Background: an optimization exercise with open tools, aiming at small area and a short achievable clock period. Do not read the settings as production practice.
Where RTL was checked, it was by simulation tests only, not by an equivalence proof against the original.
Only the layout flow was run in run 6; the RTL was not checked for function there.
Power is estimated from default activity; no workload was simulated.

==> design/flow/design.v <==
module fifo_generator_1 (
    input  logic        clk,
    input  logic        srst,
    input  logic [7:0]  din,
    input  logic        wr_en,
    input  logic        rd_en,
    output logic [15:0] dout,
    output logic        full,
    output logic        empty,
    output logic [9:0]  rd_data_count,
    output logic [8:0]  wr_data_count
);
    localparam int WORDS = 128;
    logic [15:0] mem_r [WORDS];
    logic [15:0] wlo_n_r;     
    logic [15:0] whe_n_r;     
    logic [7:0]  rlo_r [4];   
    logic [15:0] rhi_r;       
    logic [8:0]  cnt_r;       
    logic        empty_r;
    logic [15:0] dout_r;
    logic [8:0]  cnt_o_r;     
    logic        empty_o_r;   
    logic        full_s;
    logic        wr_acc_s;
    logic        rd_acc_s;
    assign full_s   = cnt_r[8];
    assign wr_acc_s = wr_en & ~full_s;
    assign rd_acc_s = rd_en & ~empty_r;
    for (genvar i = 0; i < WORDS; i++) begin : g_mem
        always_ff @(posedge clk) begin
            if (!(whe_n_r[i/8] | wlo_n_r[2*(i%8)]))
                mem_r[i][15:8] <= din;
            if (!(whe_n_r[i/8] | wlo_n_r[2*(i%8)+1]))
                mem_r[i][7:0] <= din;
        end
    end
    logic [15:0] rd_word_s;
    always_comb begin
        rd_word_s = '0;
        for (int j = 0; j < 16; j++) begin
            logic [15:0] grp;
            grp = '0;
            for (int i = 0; i < 8; i++)
                grp = grp | (mem_r[8*j+i] & {16{rlo_r[j/4][i]}});
            rd_word_s = rd_word_s | (grp & {16{rhi_r[j]}});
        end
    end
    logic       up_s, dn_s;
    logic [8:0] cnt_nxt_s;
    logic       empty_nxt_s;
    assign up_s = wr_acc_s & ~rd_acc_s & cnt_r[0];
    assign dn_s = rd_acc_s & ~(wr_acc_s & cnt_r[0]);
    always_comb begin
        cnt_nxt_s[0] = cnt_r[0] ^ wr_acc_s;
        if (up_s)      cnt_nxt_s[8:1] = cnt_r[8:1] + 8'd1;
        else if (dn_s) cnt_nxt_s[8:1] = cnt_r[8:1] - 8'd1;
        else           cnt_nxt_s[8:1] = cnt_r[8:1];
        empty_nxt_s = dn_s ? (cnt_r[8:1] == 8'd1) : (~up_s & empty_r);
    end
    logic       up_o_s, dn_o_s;
    logic [8:0] cnt_o_nxt_s;
    logic       empty_o_nxt_s;
    assign up_o_s = wr_acc_s & ~rd_acc_s & cnt_o_r[0];
    assign dn_o_s = rd_acc_s & ~(wr_acc_s & cnt_o_r[0]);
    always_comb begin
        cnt_o_nxt_s[0] = cnt_o_r[0] ^ wr_acc_s;
        if (up_o_s)      cnt_o_nxt_s[8:1] = cnt_o_r[8:1] + 8'd1;
        else if (dn_o_s) cnt_o_nxt_s[8:1] = cnt_o_r[8:1] - 8'd1;
        else             cnt_o_nxt_s[8:1] = cnt_o_r[8:1];
        empty_o_nxt_s = dn_o_s ? (cnt_o_r[8:1] == 8'd1) : (~up_o_s & empty_o_r);
    end
    logic [15:0] wlo_n_nxt_s;
    logic [15:0] whe_n_nxt_s;
    always_comb begin
        wlo_n_nxt_s = wlo_n_r;
        if (wr_acc_s) wlo_n_nxt_s = {wlo_n_r[14:0], wlo_n_r[15]};
        if ((up_s && cnt_r[8:1] == 8'd127) || (full_s && !rd_acc_s))
            whe_n_nxt_s = '1;
        else if (full_s)
            whe_n_nxt_s = ~rhi_r;
        else if (wr_acc_s && !wlo_n_r[15])
            whe_n_nxt_s = {whe_n_r[14:0], whe_n_r[15]};
        else
            whe_n_nxt_s = whe_n_r;
    end
    always_ff @(posedge clk or negedge srst) begin
        if (!srst) begin
            wlo_n_r   <= ~16'd1;
            whe_n_r   <= ~16'd1;
            for (int q = 0; q < 4; q++) rlo_r[q] <= 8'd1;
            rhi_r     <= 16'd1;
            cnt_r     <= 9'd0;
            empty_r   <= 1'b1;
            dout_r    <= 16'h0000;
            cnt_o_r   <= 9'd0;
            empty_o_r <= 1'b1;
        end else begin
            wlo_n_r <= wlo_n_nxt_s;
            whe_n_r <= whe_n_nxt_s;
            if (rd_acc_s) begin
                for (int q = 0; q < 4; q++) rlo_r[q] <= {rlo_r[q][6:0], rlo_r[q][7]};
                if (rlo_r[0][7]) rhi_r <= {rhi_r[14:0], rhi_r[15]};
                dout_r <= rd_word_s;
            end
            cnt_r     <= cnt_nxt_s;
            empty_r   <= empty_nxt_s;
            cnt_o_r   <= cnt_o_nxt_s;
            empty_o_r <= empty_o_nxt_s;
        end
    end
    assign dout          = dout_r;
    assign full          = cnt_o_r[8];
    assign empty         = empty_o_r;
    assign wr_data_count = cnt_o_r;
    assign rd_data_count = {2'b00, cnt_o_r[8:1]};
endmodule
==> design/flow/flow/run.sh <==
#!/bin/bash
# The standard layout, with clock tree synthesis told not to add dummy loads,
# and the slow single-size cell a222oi_1 added to the platform's don't-use list.
set -e
export CTS_ARGS="-sink_clustering_enable -repair_clock_nets -sink_clustering_size 30 -sink_clustering_max_diameter 60 -buf_list {sky130_fd_sc_hd__clkbuf_8 sky130_fd_sc_hd__clkbuf_16} -dont_use_dummy_load"
bash standard.sh "DONT_USE_CELLS=sky130_fd_sc_hd__probe_p_8 sky130_fd_sc_hd__probec_p_8 sky130_fd_sc_hd__lpflow_bleeder_1 sky130_fd_sc_hd__lpflow_clkbufkapwr_1 sky130_fd_sc_hd__lpflow_clkbufkapwr_16 sky130_fd_sc_hd__lpflow_clkbufkapwr_2 sky130_fd_sc_hd__lpflow_clkbufkapwr_4 sky130_fd_sc_hd__lpflow_clkbufkapwr_8 sky130_fd_sc_hd__lpflow_clkinvkapwr_1 sky130_fd_sc_hd__lpflow_clkinvkapwr_16 sky130_fd_sc_hd__lpflow_clkinvkapwr_2 sky130_fd_sc_hd__lpflow_clkinvkapwr_4 sky130_fd_sc_hd__lpflow_clkinvkapwr_8 sky130_fd_sc_hd__lpflow_decapkapwr_12 sky130_fd_sc_hd__lpflow_decapkapwr_3 sky130_fd_sc_hd__lpflow_decapkapwr_4 sky130_fd_sc_hd__lpflow_decapkapwr_6 sky130_fd_sc_hd__lpflow_decapkapwr_8 sky130_fd_sc_hd__lpflow_inputiso0n_1 sky130_fd_sc_hd__lpflow_inputiso0p_1 sky130_fd_sc_hd__lpflow_inputiso1n_1 sky130_fd_sc_hd__lpflow_inputiso1p_1 sky130_fd_sc_hd__lpflow_inputisolatch_1 sky130_fd_sc_hd__lpflow_isobufsrc_1 sky130_fd_sc_hd__lpflow_isobufsrc_16 sky130_fd_sc_hd__lpflow_isobufsrc_2 sky130_fd_sc_hd__lpflow_isobufsrc_4 sky130_fd_sc_hd__lpflow_isobufsrc_8 sky130_fd_sc_hd__lpflow_isobufsrckapwr_16 sky130_fd_sc_hd__lpflow_lsbuf_lh_hl_isowell_tap_1 sky130_fd_sc_hd__lpflow_lsbuf_lh_hl_isowell_tap_2 sky130_fd_sc_hd__lpflow_lsbuf_lh_hl_isowell_tap_4 sky130_fd_sc_hd__lpflow_lsbuf_lh_isowell_4 sky130_fd_sc_hd__lpflow_lsbuf_lh_isowell_tap_1 sky130_fd_sc_hd__lpflow_lsbuf_lh_isowell_tap_2 sky130_fd_sc_hd__lpflow_lsbuf_lh_isowell_tap_4  sky130_fd_sc_hd__a222oi_1" finish > standard.log 2>&1
==> design/flow/standard.sh <==
#!/bin/bash
# synth_recipe.tcl (not shown) runs the flow's synth.tcl, then flattens the netlist and writes it again
# the make line also repeats each setting of config.mk as NAME=value (left out here)
make -C /OpenROAD-flow-scripts/flow DESIGN_CONFIG=/design/flow/config.mk WORK_HOME=/design/flow/orfs CLKGATE_MAP_FILE= SYNTH_SCRIPT=/design/flow/synth_recipe.tcl "${@:-finish}"
==> design/flow/config.mk <==
export PLATFORM = sky130hd
export DESIGN_NAME = fifo_generator_1
export DESIGN_NICKNAME = fifo_generator_1
export VERILOG_FILES = /design/flow/design.v
export SDC_FILE = /design/flow/constraint.sdc
export NUM_CORES = 4
export LEC_CHECK = 0
export CAP_MARGIN = 20
export CORE_MARGIN = 2
export CORE_UTILIZATION = 55
export CTS_BUF_LIST = sky130_fd_sc_hd__clkbuf_8 sky130_fd_sc_hd__clkbuf_16
export CTS_CLUSTER_DIAMETER = 60
export CTS_CLUSTER_SIZE = 30
export SETUP_SLACK_MARGIN = 2.65
export SLEW_MARGIN = 20
==> design/flow/constraint.sdc <==
create_clock -name core_clock -period 5.0 [get_ports {clk}]
set_input_delay 1.0000 -clock core_clock [delete_from_list [all_inputs] [get_ports {clk}]]
set_output_delay 1.0000 -clock core_clock [all_outputs]
set_load 0.01 [all_outputs]
==> impl_metrics.toml, run 1 <==
[pwr]
powerDensity_nw_per_um2 = 376
peakVddDrop_mv = 0.316
total_power_mw = 33.0
p_leak_nw = 27.1

[sta]
whs_ns = 0.233
slew_violations = 0
slew_headroom = 0.243
rsz0062_at_grt = "true"
hold_viol = 0
fin_skew_ns = 0.0575
period_share = 0.501
fin_crit_ns = 2.51
timing.fmax_mhz = 399
finalSetupTns_ns = 0
setup_violations = 0
fin_ws_ns = 2.49
tightest_slew_ns = 1.14

[yosys]
netlist_instances = 4539
async_flop_share = 0.0536
ys_warn_count = 3
synth.ff_latch_count = 2164
synth_ff_type = "edfxtp_1"
avgSynthCellArea_um2 = 17.4
netlist_area_um2 = 79200
synth_seq_area_share = 0.814
synth_edf_count = 2048
synth_cell_type_count = 50

[global_route]
track_usage = 0.308
grt_max_degree = 177
grt_pass1_wl_um = 320000
grt.overflow.total = 0
antenna_found_initial = 4
grt_pass1_vias = 42700

[clock_tree]
cts_hold_buffers = 0
clkSinkCount = 2164
cts_tree = "built"
clk_pin_slew_worst_paths_ns = 0.08
cts_buffers = 138
cts_max_level = 4
root_buffer = "clkbuf_16"
cts_max_path_buffers = 3
clk_latency_ns = 0.80

[placement]
dp_hpwl_um = 126000
placed_area_um2 = 81700
place_congestion = 0.845
pre_cts_slack_ns = 1.34
port_buffers = 46
dpl.cell_count = 6234

[critical_path]
cp_max_fo = 2
critical_path_arrival_ns = 1.51
crit_buf_inv = 1
r2r_slack_ns = 2.57
r2r-start = "rlo_r[2][3]"
worst_r2r_endpoint = "dout_r[6]"
worstSetupPathType = "reg -> out"
critPathLaunchType = "flip-flop"
worstPathCellList = "buf_6"
endpoint_kind = "output port"
worstRegToRegCells = 6
cp.depth = 1
cp_top_family = "flip-flops"
critPathLaunch = "dout_r[9]"
worstPathRequired_ns = 4.00
critPathMaxStageDelay_ns = 0.55
cpMaxStageDelayCell = "dfrtp_2"
crit_end = "dout[9]"

[final_layout]
final_cell_count_no_fill = 6522
num-nets-final = 4638
utilization = 0.612
n_fill_cell = 10400
layout_common_cells = "edfxtp_1 (2,048), a22oi_1 (1,051), nor2_1 (281)"
final_common_cell = "edfxtp_1"
area_delta_synth_final_pct = 10.8
drive_gt1_frac = 0.137
stdcell_area_um2 = 87700

[floorplan]
die_h_um = 383
io_pins = 49
fp.coreArea_um2 = 143000
fp-row-count = 139
start_util = 0.553
die_area_um2 = 147000
die_x_um = 383

[drt]
drtIter0Drc = 5998
remaining_drc_errors = 0
wl_per_cell_um = 34.9
via_per_inst = 6.91
totalWireLength_um = 227000
vias = 45000
drtAntennaViolNets = 0
drtPass1Iterations = 5

[worst_hold_path]
worstHoldPathType = "in -> async"

[outcome]
outcome = "finished clean"

[run]
cap_violations = 0
==> area by class of cell <==
type	count	area, um^2	share of cell area
antenna	3	7.51	0.0000856
clock buffer	138	3450	0.0394
tap	1903	2380	0.0271
multi-input combinational	2016	13800	0.157
sequential	2164	64600	0.736
timing repair buffer	291	3490	0.0398
inverter	7	26.3	0.000300
==> worst reg2reg max path: cells and delay by family (launching register included) <==
| family | cells | cell delay, ns |
|---|---|---|
| flops | 1 | 0.63 |
| simple gates | 2 | 0.51 |
| compound gates | 3 | 0.92 |
| buf+inv | 1 | 0.26 |
==> cell usage after synthesis (9+ instances only) <==
library cell	n	share of area
clkbuf_1	256	0.012
buf_4	13	0.0012
nand2b_1	13	0.0010
a21oi_1	35	0.0022
buf_1	78	0.0037
o22a_1	16	0.0018
o31a_1	11	0.0012
nand4_1	267	0.021
and3_1	9	0.00071
a41oi_1	16	0.0018
edfxtp_1	2048	0.78
nor2_1	283	0.013
dfrtp_1	79	0.025
a22oi_1	1122	0.11
nand2_1	139	0.0066
mux2_2	30	0.0043
dfstp_2	37	0.012
==> cells by family after synthesis <==
| family | count (synthesis) | synth area share |
|---|---|---|
| xor gates and xnor gates | 14 | 0.00155 |
| and+or+nand+nor | 732 | 0.0449 |
| DFF | 2164 | 0.814 |
| AOI/OAI and AO/OA | 1228 | 0.116 |
| muxes | 30 | 0.00427 |
| adders and majority gates | 8 | 0.00126 |
| buffers and inverters | 362 | 0.0181 |
| other | 1 | 0.0000474 |
==> flip-flops by register name (all words and copies together) (netlist names) <==
signal     flops
mem_r       2048
rlo_r         32
dout_r        16
rhi_r         16
whe_n_r       16
wlo_n_r       16
cnt_o_r        9
cnt_r          9
empty_o_r      1
empty_r        1
==> how the worst min path moves through the flow <==
stage,endpoint,slack [ns],depth (start not counted)
3_5_place_dp,empty_r,0.47,2
2_1_floorplan,empty_r,0.44,2
3_3_place_gp,empty_r,0.47,2
6_report,cnt_o_r[6],0.23,1
4_1_cts,cnt_o_r[4],0.26,1
5_1_grt,cnt_o_r[6],0.30,1
==> repair_timing <==
item                                    CTS  global route
cloned                                   10             2
gates resized for setup                 318            54
pin swaps                                52            48
endpoints found under the hold margin     0             0
endpoints found under the setup margin   87            71
buffers inserted                        110            25
==> power by group <==
part / internal [mW] / total (mW) / switching (mW)
clock network: 4.89 / 10.5 / 5.59
registers: 20.0 / 21.0 / 0.926
logic: 0.636 / 1.57 / 0.929
==> metal layers <==
layer,GRT usage,wire length [um]
met4,0.0913,7030
met2,0.477,107000
met1,0.457,92400
met3,0.0486,21000
met5,0,10
==> inputs of run 2 (changes only) <==
--- a/design/flow/config.mk
+++ b/design/flow/config.mk
@@ -11,5 +11,6 @@
 export CTS_BUF_LIST = sky130_fd_sc_hd__clkbuf_8 sky130_fd_sc_hd__clkbuf_16
 export CTS_CLUSTER_DIAMETER = 60
 export CTS_CLUSTER_SIZE = 30
-export SETUP_SLACK_MARGIN = 2.65
+export GPL_ROUTABILITY_DRIVEN = 0
+export SETUP_SLACK_MARGIN = 2.5
 export SLEW_MARGIN = 20
==> impl_metrics.toml, run 2 <==
[sta]
hold_viol = 0
slew_headroom = 0.260
finalSetupTns_ns = 0
slew_violations = 0
setup_violations = 0
period_share = 0.500
timing.fmax_mhz = 400
fin_ws_ns = 2.50
fin_crit_ns = 2.50
rsz0062_at_grt = "true"
whs_ns = 0.229
fin_skew_ns = 0.0512
tightest_slew_ns = 1.11

[drt]
wl_per_cell_um = 33.5
totalWireLength_um = 214000
vias = 43800
drtAntennaViolNets = 0
drtIter0Drc = 5622
via_per_inst = 6.86
drtPass1Iterations = 6
remaining_drc_errors = 0

[clock_tree]
cts_buffers = 137
clkSinkCount = 2164
cts_hold_buffers = 0
cts_tree = "built"
clk_latency_ns = 0.80
cts_max_path_buffers = 3
clk_pin_slew_worst_paths_ns = 0.09
root_buffer = "clkbuf_16"
cts_max_level = 4

[placement]
port_buffers = 46
dp_hpwl_um = 125000
pre_cts_slack_ns = 1.50

[yosys]
avgSynthCellArea_um2 = 17.4
synth_ff_type = "edfxtp_1"
yosysMostFrequentCell = "edfxtp_1"
synth_seq_area_share = 0.814
synth.top_cell.area_share = 0.777
synth_edf_count = 2048
synth_top_area_cell = "edfxtp_1"
synth_area_leaders = "edfxtp_1 (78%), a22oi_1 (11%), dfrtp_1 (2.5%), nand4_1 (2.1%), nor2_1 (1.3%)"
ys_warn_count = 3
async_flop_share = 0.0536
netlist_area_um2 = 79200
netlist_instances = 4539
synth.ff_latch_count = 2164
synth_cell_type_count = 50
synthTopCellsByCount = "edfxtp_1 (2,048), a22oi_1 (1,122), nor2_1 (283)"

[final_layout]
n_fill_cell = 10600
layout_common_cells = "edfxtp_1 (2,048), a22oi_1 (1,093), nor2_1 (283)"
largest_reg_flops = 2048
reg_top3 = "mem_r x2048, rlo_r x32"
num-nets-final = 4500
top_register = "mem_r"
final_common_cell = "edfxtp_1"
area_delta_synth_final_pct = 8.01
drive_gt1_frac = 0.0960
utilization = 0.597
antennaDiodeCount = 0

[floorplan]
fp-row-count = 139
io_pins = 49
die_h_um = 383
fp.coreArea_um2 = 143000
die_x_um = 383
start_util = 0.553
die_area_um2 = 147000

[critical_path]
endpoint_kind = "output port"
r2r-start = "wlo_n_r[15]"
worstPathCellList = "buf_12, buf_6"
critPathMaxStageDelay_ns = 0.43
worst_r2r_endpoint = "whe_n_r[0]"
cpMaxStageDelayCell = "dfrtp_2"
cp_max_fo = 2
r2r_slack_ns = 2.50
worstPathRequired_ns = 4.00
worstRegToRegCells = 5
critPathLaunch = "dout_r[15]"
critPathLaunchType = "flip-flop"
critical_path_arrival_ns = 1.50
worstSetupPathType = "reg -> out"

[run]
cap_violations = 0

[worst_hold_path]
worstHoldPathType = "in -> async"

[pwr]
powerDensity_nw_per_um2 = 382
peakVddDrop_mv = 0.340
p_leak_nw = 26.1

[global_route]
grt_pass1_wl_um = 307000
grt_max_degree = 136
track_usage = 0.290
grt.overflow.total = 0
grt_pass1_vias = 41700
antenna_found_initial = 1

[outcome]
outcome = "finished clean"
-- run 2: cell counts after synthesis --
Identical to the previous run, type by type.
-- run 2: worst max-delay path: cells and delay by family (launching register included) --
kind                   cells  cell delay, ns
DFF                        1            0.43
buffers and inverters      2            0.27
-- run 2: metrics by stage --
| stage | instances | cell area, um^2 | total power, mW |
|---|---|---|---|
| final | 6381 | 85500 | 32.6 |
| after global routing | 6381 | 85500 | 33.4 |
| after CTS | 6373 | 85400 | 32.6 |
| after detailed placement | 6217 | 81600 | 22.6 |
| after global placement | 6217 | 81600 | 22.5 |
| after floorplan | 4540 | 79200 | 21.4 |
-- run 2: cell type report --
class	instances	area (um^2)	share of cell area
sequential	2164	64600	0.755
tap	1903	2380	0.0278
clock buffer	137	3430	0.0401
timing repair buffer	155	1640	0.0191
inverter	7	26.3	0.000307
multi-input combinational	2015	13500	0.158
-- run 2: worst max-delay path by stage --
stage / cells after the start / slack [ns] / to
detailed placement: 6 / 1.50 / whe_n_r[5]
floorplan: 8 / 2.53 / cnt_o_r[8]
global route: 2 / 2.46 / dout[14]
CTS: 1 / 2.44 / dout[14]
global placement: 6 / 1.54 / whe_n_r[12]
finish: 2 / 2.50 / dout[15]
-- run 2: logic make-up (layout without fill, tap and decap cells) --
logic type,after synthesis,after routing,share of synthesized area
muxes,30,30,0.00427
other,1,2,0.0000474
and+or+nand+nor,732,733,0.0449
xor gates and xnor gates,14,14,0.00155
buffers and inverters,362,299,0.0181
AOI/OAI and AO/OA,1228,1228,0.116
adders and majority gates,8,8,0.00126
DFF,2164,2164,0.814
-- run 2: power by group --
| group | internal, mW | switching [mW] | total (mW) |
|---|---|---|---|
| Clock | 4.86 | 5.49 | 10.3 |
| Combinational | 0.529 | 0.930 | 1.46 |
| Sequential | 20.0 | 0.794 | 20.8 |
| Total | 25.4 | 7.21 | 32.6 |
-- run 2: repair_timing --
item | in CTS | in global routing
pin swaps | 6 | 6
setup endpoints to repair | 83 | 34
cloned | 1 | 0
setup buffers | 18 | 8
endpoints found under the hold margin | 0 | 0
gates resized for setup | 173 | 29
-- run 2: metal layers --
metal / wire length [um] / share of wire / global-route usage / up-vias
met5: 0 / 0 / 0 / -
met4: 7120 / 0.033 / 0.0927 / 0
met3: 18400 / 0.086 / 0.0492 / 343
met2: 99900 / 0.47 / 0.448 / 2100
met1: 88500 / 0.41 / 0.427 / 23000
li1: - / - / - / 18400
==> inputs of run 3 (changes only) <==
--- a/design/flow/config.mk
+++ b/design/flow/config.mk
@@ -7,10 +7,10 @@
 export LEC_CHECK = 0
 export CAP_MARGIN = 20
 export CORE_MARGIN = 2
-export CORE_UTILIZATION = 55
+export CORE_UTILIZATION = 60
 export CTS_BUF_LIST = sky130_fd_sc_hd__clkbuf_8 sky130_fd_sc_hd__clkbuf_16
 export CTS_CLUSTER_DIAMETER = 60
 export CTS_CLUSTER_SIZE = 30
-export GPL_ROUTABILITY_DRIVEN = 0
+export PLACE_DENSITY = 0.65
 export SETUP_SLACK_MARGIN = 2.5
 export SLEW_MARGIN = 20
==> impl_metrics.toml, run 3 <==
[outcome]
outcome = "finished clean"

[floorplan]
die_h_um = 367
fp-row-count = 133
fp.coreArea_um2 = 131000
start_util = 0.603
die_x_um = 367
die_area_um2 = 135000
io_pins = 49

[final_layout]
layout_common_cells = "edfxtp_1 (2,048), a22oi_1 (1,081), nor2_1 (281)"
top_register = "mem_r"
utilization = 0.655
num-nets-final = 4550
final_common_cell = "edfxtp_1"
n_fill_cell = 8896
reg_top3 = "mem_r x2048, rlo_r x32"
stdcell_area_um2 = 86100
drive_gt1_frac = 0.110
antennaDiodeCount = 0
largest_reg_flops = 2048
area_delta_synth_final_pct = 8.70

[clock_tree]
clkSinkCount = 2164
clk_pin_slew_worst_paths_ns = 0.07
cts_hold_buffers = 0
cts_tree = "built"
cts_max_path_buffers = 3
clk_latency_ns = 0.82
cts_buffers = 140
root_buffer = "clkbuf_16"
cts_max_level = 4

[sta]
period_share = 0.512
hold_viol = 0
slew_headroom = 0.168
rsz0062_at_grt = "true"
fin_ws_ns = 2.44
tightest_slew_ns = 1.25
slew_violations = 0
timing.fmax_mhz = 390
finalSetupTns_ns = 0
fin_skew_ns = 0.0803
fin_crit_ns = 2.56
setup_violations = 0

[run]
cap_violations = 0

[critical_path]
worstPathRequired_ns = 5.67
critPathLaunchType = "flip-flop"
critical_path_arrival_ns = 3.23
worstSetupPathType = "reg -> reg"
critPathLaunch = "rlo_r[2][7]"
r2r-start = "rlo_r[2][7]"
endpoint_kind = "flip-flop"
cp_max_fo = 25

[yosys]
synth.ff_latch_count = 2164
synth_ff_type = "edfxtp_1"
yosysMostFrequentCell = "edfxtp_1"
synth_cell_type_count = 50
netlist_area_um2 = 79200
synth_edf_count = 2048
async_flop_share = 0.0536
synth_area_leaders = "edfxtp_1 (78%), a22oi_1 (11%), dfrtp_1 (2.5%), nand4_1 (2.1%), nor2_1 (1.3%)"
synth_seq_area_share = 0.814
avgSynthCellArea_um2 = 17.4
synth_top_area_cell = "edfxtp_1"
ys_warn_count = 3
synthTopCellsByCount = "edfxtp_1 (2,048), a22oi_1 (1,122), nor2_1 (283)"
netlist_instances = 4539
synth.top_cell.area_share = 0.777

[global_route]
grt_max_degree = 127
grt_pass1_vias = 42400
antenna_found_initial = 7
track_usage = 0.318
grt.overflow.total = 0
grt_pass1_wl_um = 306000

[pwr]
total_power_mw = 32.8
peakVddDrop_mv = 0.401
powerDensity_nw_per_um2 = 381
p_leak_nw = 26.4

[drt]
totalWireLength_um = 218000
wl_per_cell_um = 34.7
drtIter0Drc = 5955
vias = 44300
remaining_drc_errors = 0
via_per_inst = 7.05
drtAntennaViolNets = 0
drtPass1Iterations = 6

[placement]
port_buffers = 46
placed_area_um2 = 81300
dp_hpwl_um = 125000
place_congestion = 0.898
pre_cts_slack_ns = 1.52

[worst_hold_path]
worstHoldPathType = "in -> async"
-- run 3: cell count changes in the layout (fill, tap and decap cells not counted), moves of 4 or more --
cell,change
buf_6,+4
clkbuf_16,+4
buf_16,+6
buf_2,-4
buf_4,+32
a21oi_1,-5
a22oi_1,-12
dfrtp_1,-8
dlygate4sd2_1,+7
dfrtp_4,+4
dfrtp_2,+4
a22oi_2,+12
buf_8,+5
-- run 3: worst paths after layout --
| path | end | cells past startpoint | slack (ns) |
|---|---|---|---|
| worst max-delay path | dout_r[4] | 6 | 2.44 |
| worst min-delay path | rlo_r[0][6] | 1 | 0.24 |
| worst max register to register | dout_r[4] | 6 | 2.44 |
| worst min register to register | empty_r | 2 | 0.47 |
| max in group asynchronous | rlo_r[3][6] | 2 | 3.57 |
| min in group core_clock | empty_r | 2 | 0.47 |
-- run 3: timing repair --
action / CTS / global route
resized for setup: 193 / 26
cloned: 1 / 2
setup endpoints to repair: 67 / 34
setup buffers: 28 / 42
pin swaps: 17 / 17
-- run 3: cell type report --
cell class              instances  area [um^2]  area share
repair buffers                202         2160      0.0251
flip-flops and latches       2164        64600       0.750
clock buffers                 140         3500      0.0407
well taps                    1755         2200      0.0255
inverters                       7         26.3    0.000305
multi-input cells            2015        13600       0.158
-- run 3: stage by stage --
step                      std cells  hold WS (ns)
after detailed placement       6070         0.461
after global routing           6283         0.292
after global placement         6070         0.463
after CTS                      6239         0.288
final                          6283         0.237
after floorplan                4540         0.440
-- run 3: where the power goes --
part,switching (mW),internal (mW),total [mW]
clock,5.48,4.96,10.4
combinational,0.887,0.504,1.39
sequential,0.904,20.0,20.9
-- run 3: per-layer routing --
| layer | up-vias | global-route usage | wire (um) |
|---|---|---|---|
| met5 | - | 0 | 54 |
| met4 | 8 | 0.119 | 8770 |
| met3 | 372 | 0.0676 | 24000 |
| met2 | 2501 | 0.490 | 102000 |
| met1 | 23000 | 0.454 | 83300 |
| li1 | 18400 | - | - |
-- run 3: cells by family after synthesis --
kind of cell | after synthesis | share of synthesized area
AND/OR/NAND/NOR | 732 | 0.0449
adder cells (fa/ha/maj) | 8 | 0.00126
XOR/XNOR | 14 | 0.00155
multiplexers | 30 | 0.00427
AO/OA/AOI/OAI | 1228 | 0.116
other | 1 | 0.0000474
flip-flops | 2164 | 0.814
buffers and inverters | 362 | 0.0181
-- run 3: critical path: stages (launching register included) --
cell	delay, ns
dfrtp_4	0.55
buf_4	0.28
a22oi_1	0.21
nand4_1	0.17
a22oi_2	0.50
nand4_1	0.34
o31a_1	0.38
==> inputs of run 4 (changes only) <==
--- a/design/flow/config.mk
+++ b/design/flow/config.mk
@@ -7,10 +7,9 @@
 export LEC_CHECK = 0
 export CAP_MARGIN = 20
 export CORE_MARGIN = 2
-export CORE_UTILIZATION = 60
+export CORE_UTILIZATION = 55
 export CTS_BUF_LIST = sky130_fd_sc_hd__clkbuf_8 sky130_fd_sc_hd__clkbuf_16
 export CTS_CLUSTER_DIAMETER = 60
 export CTS_CLUSTER_SIZE = 30
-export PLACE_DENSITY = 0.65
 export SETUP_SLACK_MARGIN = 2.5
 export SLEW_MARGIN = 20
==> impl_metrics.toml, run 4 <==
[outcome]
outcome = "finished clean"

[final_layout]
layout_common_cells = "edfxtp_1 (2,048), a22oi_1 (1,093), nor2_1 (283)"
largest_reg_flops = 2048
top_register = "mem_r"
stdcell_area_um2 = 85500
drive_gt1_frac = 0.0960
reg_top3 = "mem_r x2048, rlo_r x32"
num-nets-final = 4500
area_delta_synth_final_pct = 8.01
utilization = 0.597
antennaDiodeCount = 0
final_common_cell = "edfxtp_1"

[yosys]
synth_edf_count = 2048
netlist_instances = 4539
synth.top_cell.area_share = 0.777
synth_ff_type = "edfxtp_1"
avgSynthCellArea_um2 = 17.4
synthTopCellsByCount = "edfxtp_1 (2,048), a22oi_1 (1,122), nor2_1 (283)"
synth_top_area_cell = "edfxtp_1"
synth_cell_type_count = 50
synth.ff_latch_count = 2164
synth_seq_area_share = 0.814
synth_area_leaders = "edfxtp_1 (78%), a22oi_1 (11%), dfrtp_1 (2.5%), nand4_1 (2.1%), nor2_1 (1.3%)"
ys_warn_count = 3
yosysMostFrequentCell = "edfxtp_1"
netlist_area_um2 = 79200
async_flop_share = 0.0536

[drt]
drtAntennaViolNets = 0
drtIter0Drc = 5622
totalWireLength_um = 214000
drtPass1Iterations = 6
wl_per_cell_um = 33.5
via_per_inst = 6.86
vias = 43800
remaining_drc_errors = 0

[pwr]
total_power_mw = 32.6
seqPwrFrac = 0.638
p_leak_nw = 26.1
p_sw_mw = 7.21
peakVddDrop_mv = 0.340
swShare = 0.221
p_clk_frac = 0.317
intPower_mw = 25.4
comb_power_share = 0.045
powerDensity_nw_per_um2 = 382

[sta]
fin_skew_ns = 0.0512
rsz0062_at_grt = "true"
tightest_slew_ns = 1.11
slew_violations = 0
hold_viol = 0
timing.fmax_mhz = 400
finalSetupTns_ns = 0
setup_violations = 0
period_share = 0.500
slew_headroom = 0.260
fin_crit_ns = 2.50
whs_ns = 0.229

[placement]
placed_area_um2 = 81600
place_congestion = 0.879
port_buffers = 46
dp_hpwl_um = 125000

[critical_path]
endpoint_kind = "output port"
critPathLaunchType = "flip-flop"
worstSetupPathType = "reg -> out"
worstPathCellList = "buf_12, buf_6"
r2r_slack_ns = 2.50
cpMaxStageDelayCell = "dfrtp_2"
critPathMaxStageDelay_ns = 0.43
worst_r2r_endpoint = "whe_n_r[0]"
cp_max_fo = 2
critical_path_arrival_ns = 1.50
worstRegToRegCells = 5
r2r-start = "wlo_n_r[15]"
worstPathRequired_ns = 4.00

[floorplan]
fp.coreArea_um2 = 143000
die_h_um = 383
die_area_um2 = 147000
io_pins = 49
start_util = 0.553
die_x_um = 383
fp-row-count = 139

[clock_tree]
clkSinkCount = 2164
root_buffer = "clkbuf_16"
clk_latency_ns = 0.80
cts_buffers = 137
cts_hold_buffers = 0
cts_max_level = 4
cts_tree = "built"
clk_pin_slew_worst_paths_ns = 0.09
cts_max_path_buffers = 3

[global_route]
grt_max_degree = 136
grt.overflow.total = 0
grt_pass1_vias = 41700
antenna_found_initial = 1
track_usage = 0.290
grt_pass1_wl_um = 307000

[run]
cap_violations = 0

[worst_hold_path]
worstHoldPathType = "in -> async"
run 4: cell counts after synthesis:
No cell type changed its count.
run 4: layout make-up:
type	instances	area [um^2]
Fill cell	10600	57800
Multi-Input combinational cell	2015	13500
Tap cell	1903	2380
Clock buffer	137	3430
Timing Repair Buffer	155	1640
Sequential cell	2164	64600
Inverter	7	26.3
run 4: worst max-delay path by stage:
stage,startpoint,endpoint,slack (ns),depth (start not counted)
floorplan,wr_en,cnt_o_r[8],2.53,8
global placement,wr_en,whe_n_r[12],1.54,6
detailed placement,wr_en,whe_n_r[5],1.50,6
CTS,dout_r[14],dout[14],2.44,1
global route,dout_r[14],dout[14],2.46,2
finish,dout_r[15],dout[15],2.50,2
run 4: logic make-up (layout without fill, tap and decap cells):
kind of cell,Yosys count,after routing,share of synthesized area
and+or+nand+nor,732,733,0.0449
muxes,30,30,0.00427
AOI/OAI and AO/OA,1228,1228,0.116
adders and majority gates,8,8,0.00126
buffers and inverters,362,299,0.0181
DFF,2164,2164,0.814
xor gates and xnor gates,14,14,0.00155
other,1,2,0.0000474
run 4: per-layer routing:
layer  up-vias  share of wire  track usage
li1      18400              -            -
met1     23000           0.41        0.427
met2      2100           0.47        0.448
met3       343          0.086       0.0492
met4         0          0.033       0.0927
met5         -              0            0
run 4: repair_timing:
item | 4_1_cts | 5_1_grt
gates cloned | 1 | 0
setup buffers | 18 | 8
setup endpoints to repair | 83 | 34
resized for setup | 173 | 29
pin swaps | 6 | 6
run 4: power by group through the flow:
stage                     clock network (mW)  registers, mW  logic (mW)
after global routing                    11.1           20.8        1.58
after detailed placement                   0           21.2        1.32
after global placement                     0           21.2        1.30
after floorplan                            0           20.6       0.812
final                                   10.3           20.8        1.46
after CTS                               10.5           20.8        1.37
run 4: critical path: cells and delay by family, from the launching register on:
family | cells | cell delay, ns
buf+inv | 2 | 0.27
flops | 1 | 0.43
run 4: metrics by stage:
stage	setup WS, ns	std cells
final	2.50	6381
after floorplan	2.53	4540
after global routing	2.46	6381
after detailed placement	1.50	6217
after CTS	2.44	6373
after global placement	1.54	6217
==> inputs of run 5 (changes only) <==
==> design/flow/flow/run.sh (replaced) <==
#!/bin/bash
# The standard layout, with clock tree synthesis told not to add dummy loads,
# the slow single-size cell a222oi_1 added to the platform's don't-use list,
# and the pins placed again after global placement (flow/post_gp.tcl).
set -e
export CTS_ARGS="-sink_clustering_enable -repair_clock_nets -sink_clustering_size 30 -sink_clustering_max_diameter 60 -buf_list {sky130_fd_sc_hd__clkbuf_8 sky130_fd_sc_hd__clkbuf_16} -dont_use_dummy_load"
export POST_GLOBAL_PLACE_TCL="$(pwd)/flow/post_gp.tcl"
bash standard.sh "DONT_USE_CELLS=sky130_fd_sc_hd__probe_p_8 sky130_fd_sc_hd__probec_p_8 sky130_fd_sc_hd__lpflow_bleeder_1 sky130_fd_sc_hd__lpflow_clkbufkapwr_1 sky130_fd_sc_hd__lpflow_clkbufkapwr_16 sky130_fd_sc_hd__lpflow_clkbufkapwr_2 sky130_fd_sc_hd__lpflow_clkbufkapwr_4 sky130_fd_sc_hd__lpflow_clkbufkapwr_8 sky130_fd_sc_hd__lpflow_clkinvkapwr_1 sky130_fd_sc_hd__lpflow_clkinvkapwr_16 sky130_fd_sc_hd__lpflow_clkinvkapwr_2 sky130_fd_sc_hd__lpflow_clkinvkapwr_4 sky130_fd_sc_hd__lpflow_clkinvkapwr_8 sky130_fd_sc_hd__lpflow_decapkapwr_12 sky130_fd_sc_hd__lpflow_decapkapwr_3 sky130_fd_sc_hd__lpflow_decapkapwr_4 sky130_fd_sc_hd__lpflow_decapkapwr_6 sky130_fd_sc_hd__lpflow_decapkapwr_8 sky130_fd_sc_hd__lpflow_inputiso0n_1 sky130_fd_sc_hd__lpflow_inputiso0p_1 sky130_fd_sc_hd__lpflow_inputiso1n_1 sky130_fd_sc_hd__lpflow_inputiso1p_1 sky130_fd_sc_hd__lpflow_inputisolatch_1 sky130_fd_sc_hd__lpflow_isobufsrc_1 sky130_fd_sc_hd__lpflow_isobufsrc_16 sky130_fd_sc_hd__lpflow_isobufsrc_2 sky130_fd_sc_hd__lpflow_isobufsrc_4 sky130_fd_sc_hd__lpflow_isobufsrc_8 sky130_fd_sc_hd__lpflow_isobufsrckapwr_16 sky130_fd_sc_hd__lpflow_lsbuf_lh_hl_isowell_tap_1 sky130_fd_sc_hd__lpflow_lsbuf_lh_hl_isowell_tap_2 sky130_fd_sc_hd__lpflow_lsbuf_lh_hl_isowell_tap_4 sky130_fd_sc_hd__lpflow_lsbuf_lh_isowell_4 sky130_fd_sc_hd__lpflow_lsbuf_lh_isowell_tap_1 sky130_fd_sc_hd__lpflow_lsbuf_lh_isowell_tap_2 sky130_fd_sc_hd__lpflow_lsbuf_lh_isowell_tap_4  sky130_fd_sc_hd__a222oi_1" finish > standard.log 2>&1
==> design/flow/flow/post_gp.tcl (new file) <==
# After global placement: move each output port's buffer onto the cell that
# drives it, then place the pins again, so that each output pin sits on the
# die edge nearest to the register it comes from. Detailed placement later
# legalizes the moved buffers.
set block [ord::get_db_block]
set moved 0
foreach bterm [$block getBTerms] {
  if {[$bterm getIoType] != "OUTPUT"} { continue }
  set net [$bterm getNet]
  if {$net == "NULL"} { continue }
  foreach iterm [$net getITerms] {
    if {![$iterm isOutputSignal]} { continue }
    set buf [$iterm getInst]
    foreach bit [$buf getITerms] {
      if {![$bit isInputSignal]} { continue }
      set innet [$bit getNet]
      if {$innet == "NULL"} { continue }
      foreach dit [$innet getITerms] {
        if {![$dit isOutputSignal]} { continue }
        set loc [[$dit getInst] getLocation]
        $buf setLocation [lindex $loc 0] [lindex $loc 1]
        incr moved
      }
    }
  }
}
puts "post_gp: moved $moved output buffers"
log_cmd place_pins \
  -hor_layers $::env(IO_PLACER_H) \
  -ver_layers $::env(IO_PLACER_V) \
  {*}[env_var_or_empty PLACE_PINS_ARGS]
log_cmd estimate_parasitics -placement
==> impl_metrics.toml, run 5 <==
[outcome]
outcome = "finished clean"

[yosys]
ys_warn_count = 3
yosysMostFrequentCell = "edfxtp_1"
synth.ff_latch_count = 2164
synth-compound-area-share = 0.116
synth_edf_count = 2048
netlist_area_um2 = 79200
synth_cell_type_count = 50
synth.top_cell.area_share = 0.777
netlist_instances = 4539
synth_top_family_by_area = "compound AO/OA/AOI/OAI gates"
synth_ff_type = "edfxtp_1"
synth_seq_area_share = 0.814
avgSynthCellArea_um2 = 17.4
synth_adder_area_share = 0.00126
synth_area_leaders = "edfxtp_1 (78%), a22oi_1 (11%), dfrtp_1 (2.5%), nand4_1 (2.1%), nor2_1 (1.3%)"
synth_top_area_cell = "edfxtp_1"
async_flop_share = 0.0536
synth_xor_area_frac = 0.00155
synth.area.mux_share = 0.00427
synthTopCellsByCount = "edfxtp_1 (2,048), a22oi_1 (1,122), nor2_1 (283)"
synth-simple-area-share = 0.0449

[critical_path]
cpMaxStageDelayCell = "dfrtp_2"
cp_top_family = "compound AO/OA/AOI/OAI gates"
endpoint_kind = "flip-flop"
cp.depth = 6
cp_max_fo = 26
critical_path_arrival_ns = 3.22
worst_r2r_endpoint = "dout_r[9]"
worstSetupPathType = "reg -> reg"
r2r-start = "rlo_r[1][5]"
crit_buf_inv = 1
worstPathCellList = "buf_4, a22oi_1, nand4_1, a22oi_1, nand4_1, o31a_1"
worstPathRequired_ns = 5.69
critPathLaunchType = "flip-flop"
worstRegToRegCells = 6
critPathLaunch = "rlo_r[1][5]"
critPathMaxStageDelay_ns = 0.59
crit_end = "dout_r[9]"
r2r_slack_ns = 2.47

[global_route]
grt.overflow.total = 0
grt_pass1_wl_um = 307000
antenna_found_initial = 3
grt_max_degree = 136
grt_pass1_vias = 41700
track_usage = 0.291

[floorplan]
die_x_um = 383
start_util = 0.553
fp.coreArea_um2 = 143000
io_pins = 49
die_area_um2 = 147000
fp-row-count = 139
die_h_um = 383

[clock_tree]
clk_pin_slew_worst_paths_ns = 0.08
cts_hold_buffers = 0
cts_buffers = 140
cts_max_level = 4
clkSinkCount = 2164
cts_tree = "built"
cts_max_path_buffers = 3
root_buffer = "clkbuf_16"
clk_latency_ns = 0.81

[final_layout]
drive_gt1_frac = 0.0941
area_delta_synth_final_pct = 8.17
reg_top3 = "mem_r x2048, rlo_r x32"
largest_reg_flops = 2048
num-nets-final = 4505
stdcell_area_um2 = 85600
layout_common_cells = "edfxtp_1 (2,048), a22oi_1 (1,094), nor2_1 (283)"
top_register = "mem_r"
n_fill_cell = 10600
final_common_cell = "edfxtp_1"
antennaDiodeCount = 0

[sta]
timing.fmax_mhz = 396
setup_violations = 0
rsz0062_at_grt = "true"
fin_crit_ns = 2.53
hold_viol = 0
slew_headroom = 0.233
fin_skew_ns = 0.0586
finalSetupTns_ns = 0
tightest_slew_ns = 1.15
period_share = 0.506
slew_violations = 0

[drt]
drtAntennaViolNets = 0
totalWireLength_um = 214000
drtIter0Drc = 5587
wl_per_cell_um = 33.6
via_per_inst = 6.82
remaining_drc_errors = 0
vias = 43600
drtPass1Iterations = 7

[pwr]
peakVddDrop_mv = 0.343
comb_power_share = 0.045
swShare = 0.221
p_sw_mw = 7.24
p_clk_frac = 0.321
seqPwrFrac = 0.634
powerDensity_nw_per_um2 = 382
p_leak_nw = 26.2
intPower_mw = 25.5

[worst_hold_path]
worstHoldPathType = "in -> async"

[placement]
placed_area_um2 = 81600
dp_hpwl_um = 124000
port_buffers = 46

[run]
cap_violations = 0
-- run 5: cell counts after synthesis --
No cell type changed its count.
-- run 5: final cells by class --
| cell class | count | area (um^2) | area share |
|---|---|---|---|
| sequential | 2164 | 64500 | 0.754 |
| timing repair buffer | 157 | 1710 | 0.0200 |
| multi-input combinational | 2015 | 13500 | 0.157 |
| inverter | 7 | 26.3 | 0.000307 |
| clock buffer | 140 | 3500 | 0.0409 |
| tap | 1903 | 2380 | 0.0278 |
-- run 5: kinds of logic after synthesis --
kind of cell	after synthesis
simple gates	732
buf+inv	362
mux	30
compound gates	1228
xor+xnor	14
fa+ha+maj	8
flops	2164
other cells	1
-- run 5: power by group through the flow --
stage	sequential (mW)	clock [mW]	combinational (mW)
floorplan	20.6	0	0.812
global placement	21.2	0	1.30
detailed placement	21.2	0	1.40
CTS	20.7	10.6	1.44
global route	20.7	11.2	1.57
finish	20.8	10.5	1.46
-- run 5: timing repair --
item | in CTS | in global routing
gates cloned | 1 | 0
gates resized for setup | 151 | 24
endpoints found under the setup margin | 83 | 34
buffers inserted | 22 | 6
endpoints found under the hold margin | 0 | 0
pin swaps | 6 | 3
-- run 5: worst min-delay path by stage --
stage,to,depth (start not counted)
final,cnt_o_r[1],1
after global routing,rlo_r[2][1],1
after CTS,rlo_r[2][1],1
after detailed placement,empty_r,2
after global placement,empty_r,2
after floorplan,empty_r,2
-- run 5: stage by stage --
stage	power, mW	setup slack, ns	util	hold slack (ns)	instances
floorplan	21.4	2.53	-	0.440	4540
global placement	22.5	1.54	0.569	0.465	6217
detailed placement	22.6	1.48	0.569	0.466	6217
CTS	32.8	2.45	0.596	0.221	6380
global route	33.5	2.47	0.598	0.276	6386
finish	32.7	2.47	0.598	0.227	6386
-- run 5: metal layers --
metal	share of wire	vias up	track usage
met2	0.47	1990	0.454
met1	0.41	22900	0.427
li1	-	18400	-
met5	0.000061	-	0
met4	0.030	2	0.0848
met3	0.085	311	0.0479
==> inputs of run 6 (changes only) <==
--- a/design/flow/design.v
+++ b/design/flow/design.v
@@ -14,7 +14,7 @@
     logic [15:0] mem_r [WORDS];
     logic [15:0] wlo_n_r;     
     logic [15:0] whe_n_r;     
-    logic [7:0]  rlo_r [4];   
+    logic [7:0]  rlo_r [8];   
     logic [15:0] rhi_r;       
     logic [8:0]  cnt_r;       
     logic        empty_r;
@@ -42,7 +42,7 @@
             logic [15:0] grp;
             grp = '0;
             for (int i = 0; i < 8; i++)
-                grp = grp | (mem_r[8*j+i] & {16{rlo_r[j/4][i]}});
+                grp = grp | (mem_r[8*j+i] & {16{rlo_r[j/2][i]}});
             rd_word_s = rd_word_s | (grp & {16{rhi_r[j]}});
         end
     end
@@ -88,7 +88,7 @@
         if (!srst) begin
             wlo_n_r   <= ~16'd1;
             whe_n_r   <= ~16'd1;
-            for (int q = 0; q < 4; q++) rlo_r[q] <= 8'd1;
+            for (int q = 0; q < 8; q++) rlo_r[q] <= 8'd1;
             rhi_r     <= 16'd1;
             cnt_r     <= 9'd0;
             empty_r   <= 1'b1;
@@ -99,7 +99,7 @@
             wlo_n_r <= wlo_n_nxt_s;
             whe_n_r <= whe_n_nxt_s;
             if (rd_acc_s) begin
-                for (int q = 0; q < 4; q++) rlo_r[q] <= {rlo_r[q][6:0], rlo_r[q][7]};
+                for (int q = 0; q < 8; q++) rlo_r[q] <= {rlo_r[q][6:0], rlo_r[q][7]};
                 if (rlo_r[0][7]) rhi_r <= {rhi_r[14:0], rhi_r[15]};
                 dout_r <= rd_word_s;
             end
==> impl_metrics.toml, run 6 <==
[outcome]
outcome = "finished clean"

[drt]
via_per_inst = 6.75
drtPass1Iterations = 6
drtAntennaViolNets = 0
met1_length_um = 88300
totalWireLength_um = 216000
wl_met3_um = 16400
top_layer = "met5"
wl_per_cell_um = 33.2
met2_length_um = 104000
remaining_drc_errors = 0
drtIter0Drc = 4863
vias = 43900

[yosys]
netlist_area_um2 = 80500
ys_warn_count = 3
synth_cell_type_count = 50
synth_seq_area_share = 0.811
synth_adder_area_share = 0.00124
avgSynthCellArea_um2 = 17.2
synth-compound-area-share = 0.118
synth-simple-area-share = 0.0444
synthTopCellsByCount = "edfxtp_1 (2,048), a22oi_1 (1,090), clkbuf_1 (339)"
yosysMostFrequentCell = "edfxtp_1"
synth_top_area_cell = "edfxtp_1"
netlist_instances = 4688
async_flop_share = 0.0674
synth.top_cell.area_share = 0.764
synth_area_leaders = "edfxtp_1 (76%), a22oi_1 (10%), dfrtp_1 (3.3%), nand4_1 (1.6%), clkbuf_1 (1.6%)"
synth_ff_type = "edfxtp_1"
synth.ff_latch_count = 2196
synth.area.mux_share = 0.00392
synth_top_family_by_area = "compound AO/OA/AOI/OAI gates"
synth_xor_area_frac = 0.00152
synth_edf_count = 2048

[global_route]
antenna_found_initial = 5
track_usage = 0.286
grt_pass1_wl_um = 308000
grt.overflow.total = 0
grt_pass1_vias = 42000
grt_max_degree = 135

[floorplan]
fp.coreArea_um2 = 145000
start_util = 0.554
io_pins = 49
fp-row-count = 140
die_h_um = 387
die_area_um2 = 149000
die_x_um = 387

[clock_tree]
cts_buffers = 140
cts_tree = "built"
cts_hold_buffers = 0
root_buffer = "clkbuf_16"
clk_pin_slew_worst_paths_ns = 0.08
cts_max_level = 4
clkSinkCount = 2196
clk_latency_ns = 0.79
cts_max_path_buffers = 3

[critical_path]
critical_path_arrival_ns = 3.14
worstRegToRegCells = 6
worstSetupPathType = "reg -> reg"
r2r_slack_ns = 2.51
critPathLaunchType = "flip-flop"
r2r-start = "rlo_r[4][3]"
worstPathRequired_ns = 5.64
worst_r2r_endpoint = "dout_r[12]"
cp_max_fo = 20
endpoint_kind = "flip-flop"

[final_layout]
final_common_cell = "edfxtp_1"
reg_top3 = "mem_r x2048, rlo_r x64"
num-nets-final = 4596
seqCellArea_um2 = 65300
area_delta_synth_final_pct = 7.46
n_fill_cell = 10800
largest_reg_flops = 2048
top_register = "mem_r"
utilization = 0.595
multi_input_area_um2 = 14000
drive_gt1_frac = 0.0929
layout_common_cells = "edfxtp_1 (2,048), a22oi_1 (1,073), nor2_1 (297)"

[pwr]
total_power_mw = 34.1
p_leak_nw = 26.4
peakVddDrop_mv = 0.268
powerDensity_nw_per_um2 = 394

[sta]
hold_viol = 0
timing.fmax_mhz = 401
setup_violations = 0
tightest_slew_ns = 1.28
rsz0062_at_grt = "true"
slew_headroom = 0.144
period_share = 0.499
finalSetupTns_ns = 0
fin_skew_ns = 0.0626
fin_crit_ns = 2.49
slew_violations = 0

[placement]
dp_hpwl_um = 129000
port_buffers = 46

[run]
cap_violations = 0

[worst_hold_path]
worstHoldPathType = "in -> async"
==> run 6: cell types whose count changed after synthesis, moves of 13 or more <==
cell and delta:
nor2_1 +15, clkbuf_1 +83, nand4_1 -57, a41oi_1 +33, mux2_1 +13, a21oi_1 +31, mux2_2 -15, a22oi_1 -32
dfrtp_1 +28, nand2_1 +63, buf_1 -52
==> run 6: critical path: stages (launching register included) <==
cell     delay, ns
dfrtp_2       0.54
buf_4         0.28
a22oi_1       0.25
nand4_1       0.23
a22oi_1       0.52
and3_4        0.40
a31oi_1       0.11
==> run 6: how the worst max path moves through the flow <==
stage | startpoint | endpoint | slack [ns] | depth (start not counted)
6_report | rlo_r[4][3] | dout_r[12] | 2.51 | 6
5_1_grt | wr_en | whe_n_r[9] | 2.49 | 7
4_1_cts | cnt_o_r[3] | rd_data_count[2] | 2.44 | 1
3_5_place_dp | rd_en | cnt_r[5] | 1.62 | 7
3_3_place_gp | rd_en | cnt_r[5] | 1.66 | 7
2_1_floorplan | wr_en | cnt_r[6] | 2.51 | 8
==> run 6: metal layers <==
metal  global-route usage  vias to the layer above
li1                     -                    18700
met1                0.407                    23000
met2                0.454                     1846
met3               0.0478                      316
met4               0.0934                        4
met5                    0                        -
==> run 6: kinds of logic (layout without fill, tap and decap cells) <==
logic type | count (synthesis) | count (layout)
and+or+nand+nor | 762 | 764
muxes | 28 | 28
adders and majority gates | 8 | 8
buffers and inverters | 406 | 288
xor gates and xnor gates | 14 | 14
DFF | 2196 | 2196
other | 1 | 4
AOI/OAI and AO/OA | 1273 | 1274
==> run 6: report_power, final <==
group	total (mW)	internal [mW]	switching (mW)
clock network	10.5	4.96	5.58
logic	1.70	0.423	1.28
registers	21.8	21.0	0.797
==> run 6: layout make-up <==
class	count	share of cell area
antenna	2	0.0000579
clock buffer	140	0.0405
inverter	12	0.000521
multi-input combinational	2090	0.162
sequential	2196	0.755
tap	1917	0.0277
timing repair buffer	136	0.0138
==> run 6: timing repair <==
| action | 4_1_cts | 5_1_grt |
|---|---|---|
| endpoints found under the setup margin | 75 | 45 |
| pin swaps | 0 | 4 |
| gates resized for setup | 165 | 47 |
| setup buffers | 11 | 0 |
| gates cloned | 1 | 2 |
==> run 6: stage by stage <==
step	hold WS (ns)	instance area (um^2)	cells	setup slack, ns
finish	0.268	86500	6493	2.51
detailed placement	0.482	82500	6337	1.62
global route	0.284	86500	6491	2.49
global placement	0.463	82500	6337	1.66
CTS	0.250	86300	6489	2.44
floorplan	0.463	80500	4689	2.51

## what the ideal ports hide
No port has a modelled driver above. Below, the same layouts with a new extraction and two added sets of constraints.
Step 1 assumes that a clkbuf_16 drives the clock port and a buf_2 every other input.
Step 2 adds t to the input delays and takes it off the output delays; t is the mean of the earliest and latest rising clock arrival at the registers after step 1. Input paths then give back, and output paths get back, about the clock's delay inside the block.
Three values: no drivers, after step 1, after step 2; two values: the first two.
run | shift t [ns] | setup WS [ns] | slew at the worst register clock pin (ns)
run 1 | 0.867 | 2.494 / 2.406 / 1.900 | 0.10 / 0.10
run 2 | 0.859 | 2.501 / 2.416 / 1.860 | 0.10 / 0.10
run 3 | 0.856 | 2.438 / 2.427 / 1.820 | 0.10 / 0.10
run 4 | 0.859 | 2.501 / 2.416 / 1.860 | 0.10 / 0.10
run 5 | 0.863 | 2.472 / 2.460 / 1.829 | 0.10 / 0.10
run 6 | 0.842 | 2.506 / 2.446 / 1.604 | 0.10 / 0.10
After both steps setup and hold are still met in every run listed. For run 6, which loses most, drivers alone change the setup slack by -0.060 ns; drivers and shift together by -0.902 ns.
